Source: an optimization exercise on an open RTL-to-GDS flow (aim: small area and few clock cycles). Production flows keep margins and buffers that such runs may drop.
The RTL was checked by simulation tests, not by an equivalence proof against the original design.
Power and IR drop assume default switching activity.

==> flow/design.v (excerpt) <==
module mvuTop (
	input  logic                           clk,
	input  logic                           rst,
	input  logic                           wWr,
	input  logic [mvuPkg::FOLD_WIDTH-1:0]  wAddr,
	input  logic [mvuPkg::WTILE_WIDTH-1:0] wData,
	input  logic [mvuPkg::FOLD_WIDTH-1:0]  foldCount,
	input  logic                           aStrobe,
	input  logic [mvuPkg::ATILE_WIDTH-1:0] aData,
	input  logic                           aPad,
	output logic                           outVld,
	output logic [mvuPkg::OUT_WIDTH-1:0]   outData,
	output logic [mvuPkg::LANE_WIDTH-1:0]  outLane,
	output logic                           hold
);
	logic [WTILE_WIDTH-1:0] mem [8];
	always_ff @(posedge clk) begin
		if (wWr)
			mem[wAddr] <= wData;
	end
	logic [7:0] pos;
	logic       atEnd;
	logic       atStart;
	assign atEnd = pos[foldCount];
	assign atStart = pos[0];
	always_ff @(posedge clk) begin
		if (rst)
			pos <= 8'd1;
		else if (aStrobe)
			pos <= atEnd ? 8'd1 : {pos[6:0], 1'b0};
	end
	logic [WTILE_WIDTH-1:0] w;
	logic [ATILE_WIDTH-1:0] av;
	logic [9:0]             rowA [2];
	logic [9:0]             rowB [2];
	logic [9:0]             csA [2];
	logic [9:0]             csB [2];
	logic                   firstA;	 
	logic                   lastA;	 
	always_comb begin
		w = '0;
		for (int k = 0; k < 8; k++)
			w = w | (pos[k] ? mem[k] : '0);
	end
	assign av = (aStrobe && !aPad) ? aData : '0;
	for (genvar pe = 0; pe < 2; pe++) begin : g_pe
		dotCS dotCS_i (
			.w    (w[pe*16 +: 16]),
			.a    (av),
			.rowA (rowA[pe]),
			.rowB (rowB[pe])
		);
	end
	always_ff @(posedge clk) begin
		for (int pe = 0; pe < 2; pe++) begin
			csA[pe] <= rowA[pe];
			csB[pe] <= rowB[pe];
		end
	end
	always_ff @(posedge clk) begin
		if (rst) begin
			firstA <= 1'b0;
			lastA <= 1'b0;
		end else begin
			firstA <= aStrobe && atStart;
			lastA <= aStrobe && atEnd;
		end
	end
	logic signed [ACC_WIDTH-1:0] acc [2];
	logic signed [ACC_WIDTH-1:0] accNext [2];
	logic [ACC_WIDTH-1:0] accIn [2];
	logic [ACC_WIDTH-1:0] x [2];
	logic [ACC_WIDTH-1:0] y [2];
	logic [ACC_WIDTH-1:0] cy [2];
	always_comb begin
		for (int pe = 0; pe < 2; pe++) begin
			accIn[pe] = firstA ? '0 : acc[pe];
			y[pe][0] = 1'b0;
			for (int k = 0; k < 9; k++) begin
				x[pe][k] = accIn[pe][k] ^ csA[pe][k] ^ csB[pe][k];
				y[pe][k + 1] = (accIn[pe][k] & csA[pe][k]) | (accIn[pe][k] & csB[pe][k])
  ...
Size in the first run: roughly 70 I/O pins, ~0.015 mm² of cells after synthesis.
clock: 5.0 ns
lec_check: 0
cap_margin: 20
core_margin: 2
core_utilization: 62
cts_buf_list: sky130_fd_sc_hd__clkbuf_4 sky130_fd_sc_hd__clkbuf_8
cts_cluster_diameter: 50
cts_cluster_size: 20
slew_margin: 20
standard.sh (not shown) runs the stock make flow with config.mk's settings and CLKGATE_MAP_FILE= SYNTH_SCRIPT=/design/flow/synth_recipe.tcl, a recipe that flattens the netlist after the stock synthesis.
==> flow/flow/run.sh <==
#!/bin/bash
# Standard layout with two changes: the port buffers are plain buffers, and
# after synthesis the full adders' polarities are rebalanced to drop
# inverters (fapol.py; a full adder with all pins complemented is the same
# function, so the netlist's behaviour and registers are unchanged).
set -euo pipefail
export BUFFER_PORTS_ARGS="-buffer_cell sky130_fd_sc_hd__buf_1"
RES=$PWD/orfs/results/sky130hd/mvuTop/base
bash standard.sh $RES/1_2_yosys.v > standard_synth.log 2>&1
cp $RES/1_2_yosys.v $RES/1_2_yosys.std.v
python3 flow/fapol.py $RES/1_2_yosys.std.v $RES/1_2_yosys.v > fapol.log 2>&1
bash standard.sh > standard.log 2>&1
Other scripts of this flow, unchanged in this note and not shown: flow/flow/fapol.py
Testbench counts at the start, summed over its fixed seeds: cycles 9,881.
Next try:
Settings changed: CORE_UTILIZATION 62 to 70, CTS_BUF_LIST sky130_fd_sc_hd__clkbuf_4 sky130_fd_sc_hd__clkbuf_8 to sky130_fd_sc_hd__clkbuf_8, CTS_CLUSTER_DIAMETER 50 to 40, CTS_CLUSTER_SIZE 20 to 22.
Effect: The new run produced a clean layout. Final cell count decreases by 1.8%. Power rises by 4.4%. Cell area climbs by 0.96%. Hold slack improves by 0.031 ns. Sequential share of layout area shrinks by 0.54 points. Setup slack improves by 0.040 ns. Synthesized area stays the same. Maximum frequency rose by 0.83%. Routed wire length shrinks by 3.5%.

========
mvuTop again, from the RTL that the note above started with.
==> flow/config.mk <==
export PLATFORM = sky130hd
export DESIGN_NAME = mvuTop
export DESIGN_NICKNAME = mvuTop
export VERILOG_FILES = /design/flow/design.v
export SDC_FILE = /design/flow/constraint.sdc
export NUM_CORES = 4
export LEC_CHECK = 0
export CAP_MARGIN = 20
export CORE_MARGIN = 2
export CORE_UTILIZATION = 62
export CTS_BUF_LIST = sky130_fd_sc_hd__clkbuf_8
export CTS_CLUSTER_DIAMETER = 50
export CTS_CLUSTER_SIZE = 20
export SLEW_MARGIN = 20
==> flow/constraint.sdc <==
create_clock -name core_clock -period 5.0 [get_ports {clk}]
set_input_delay 1.0000 -clock core_clock [delete_from_list [all_inputs] [get_ports {clk}]]
set_output_delay 1.0000 -clock core_clock [all_outputs]
set_load 0.01 [all_outputs]
==> flow/flow/run.sh <==
#!/bin/bash
# Standard layout with three changes: the port buffers are plain buffers,
# and after the standard synthesis two netlist rewrites that keep every
# register (same instances, names and cells) and the function:
#  - fapol.py rebalances the full adders' polarities to drop inverters
#    (a full adder with all pins complemented is the same function);
#  - the combinational gates other than the full and half adders are
#    remapped by ABC with an area-recovery script (area.abc).
set -euo pipefail
export BUFFER_PORTS_ARGS="-buffer_cell sky130_fd_sc_hd__buf_1"
RES=$PWD/orfs/results/sky130hd/mvuTop/base
LIB=$FLOW_HOME/platforms/sky130hd/lib/sky130_fd_sc_hd__tt_025C_1v80.lib
bash standard.sh $RES/1_2_yosys.v > standard_synth.log 2>&1
cp $RES/1_2_yosys.v $RES/1_2_yosys.std.v
python3 flow/fapol.py $RES/1_2_yosys.std.v $RES/1_2_yosys.pol.v > fapol.log 2>&1
DU=""
for c in $(sed -n '/^export DONT_USE_CELLS/,/^#/p' $FLOW_HOME/platforms/sky130hd/config.mk | tr ' \\' '\n\n' | grep sky130); do
	DU="$DU -dont_use $c"
done
cat > resyn.ys <<EOS
read_liberty -ignore_miss_func $LIB
read_verilog $RES/1_2_yosys.pol.v
hierarchy -top mvuTop
setattr -mod -set keep_hierarchy 1 sky130_fd_sc_hd__fa_1 sky130_fd_sc_hd__ha_1 sky130_fd_sc_hd__edfxtp_1 sky130_fd_sc_hd__dfxtp_1
flatten
opt_clean
abc -liberty $LIB $DU -script $PWD/flow/area.abc -D 5000
splitnets
opt_clean -purge
hilomap -singleton -hicell sky130_fd_sc_hd__conb_1 HI -locell sky130_fd_sc_hd__conb_1 LO
insbuf -buf sky130_fd_sc_hd__buf_4 A X
delete sky130_fd_sc_hd__fa_1 sky130_fd_sc_hd__ha_1 sky130_fd_sc_hd__edfxtp_1 sky130_fd_sc_hd__dfxtp_1
read_liberty -lib $LIB
hierarchy -top mvuTop
stat -liberty $LIB
check -assert
write_verilog -noattr -nohex -nodec -selected $RES/1_2_yosys.v
EOS
yosys -s resyn.ys > resyn.log 2>&1
bash standard.sh > standard.log 2>&1
==> flow/flow/area.abc <==
&get -n
&st
&dch
&nf -R 1000
&put
Other scripts of this flow, unchanged in this note and not shown: flow/flow/fapol.py
Testbench counts at the start, summed over its fixed seeds: cycles 9,881.
==> next run, changes <==
==> flow/flow/run.sh (replaced) <==
#!/bin/bash
# Standard layout with two changes: the port buffers are plain buffers, and
# after synthesis the full adders' polarities are rebalanced to drop
# inverters (fapol.py; a full adder with all pins complemented is the same
# function, so the netlist's behaviour and registers are unchanged).
set -euo pipefail
export BUFFER_PORTS_ARGS="-buffer_cell sky130_fd_sc_hd__buf_1"
RES=$PWD/orfs/results/sky130hd/mvuTop/base
bash standard.sh $RES/1_2_yosys.v > standard_synth.log 2>&1
cp $RES/1_2_yosys.v $RES/1_2_yosys.std.v
python3 flow/fapol.py $RES/1_2_yosys.std.v $RES/1_2_yosys.v > fapol.log 2>&1
bash standard.sh > standard.log 2>&1
removed: flow/flow/area.abc
The changed run passed the timing, design-rule and antenna checks.
Routed wire length rises by 4.1%.
Worst setup slack got worse by 0.046 ns.
Synthesized area rises by 2.6%.
Count of clock-buffer cells in the layout falls by 5.
Utilization falls by 2.1 points.
Total power falls by about 1.1%.
Final cell count rises by 1.1%.
Global-route usage rises by 0.65 points.
Non-clock buffer count falls by 9.
Register-to-register slack got worse by 0.05 ns.
Sequential cell count does not change.
==> next run, changes <==
--- a/flow/config.mk
+++ b/flow/config.mk
@@ -9,6 +9,6 @@
 export CORE_MARGIN = 2
-export CORE_UTILIZATION = 62
-export CTS_BUF_LIST = sky130_fd_sc_hd__clkbuf_8
-export CTS_CLUSTER_DIAMETER = 50
-export CTS_CLUSTER_SIZE = 20
+export CORE_UTILIZATION = 70
+export CTS_BUF_LIST = sky130_fd_sc_hd__clkbuf_4
+export CTS_CLUSTER_DIAMETER = 30
+export CTS_CLUSTER_SIZE = 10
 export SLEW_MARGIN = 20
=> The changed run finished with timing, DRC and antenna clean; synthesized cell count stays the same; setup slack improves by 0.038 ns; power increases by a little under a tenth; fmax increases slightly; design area increases slightly; clock skew decreases by 0.0057 ns; first-iteration DRC count increases by a few percent.

[what the ideal ports hide]
No port has a modelled driver above. Below, the same layouts with a new extraction and two added sets of constraints. Step 1, drivers: a clkbuf_16 drives clk and a buf_2 each remaining input, both assumed. Step 2 moves the port delays by t, midway between the first and last clock arrival at a register: inputs arrive t later, outputs are due t later. That takes back most of the time a late clock gives input paths. Three values: no drivers, after step 1, after step 2; two values: the first two.
| run | t (ns) | setup slack, ns | latest minus earliest clock arrival (ns) | worst register clock-pin slew, ns | worst slew at a driven data input, ns |
|---|---|---|---|---|---|
| the first run of note 1 | 0.662 | 0.122 / 0.122 / 0.114 | 0.052 / 0.053 | 0.11 / 0.11 | 0.09 |
| the second run of note 1 | 0.603 | 0.163 / 0.163 / 0.113 | 0.023 / 0.023 | 0.09 / 0.09 | 0.07 |
| the first run of note 2 | 0.658 | 0.168 / 0.168 / 0.087 | 0.056 / 0.056 | 0.12 / 0.12 | 0.07 |
| the second run of note 2 | 0.664 | 0.122 / 0.122 / 0.111 | 0.054 / 0.055 | 0.12 / 0.12 | 0.09 |
| the third run of note 2 | 0.754 | 0.160 / 0.160 / 0.112 | 0.044 / 0.044 | 0.11 / 0.11 | 0.08 |
After both steps every run listed still meets setup and hold. For the first run of note 2, which loses most, drivers alone change the setup slack by 0.000 ns; drivers and shift together by -0.081 ns.
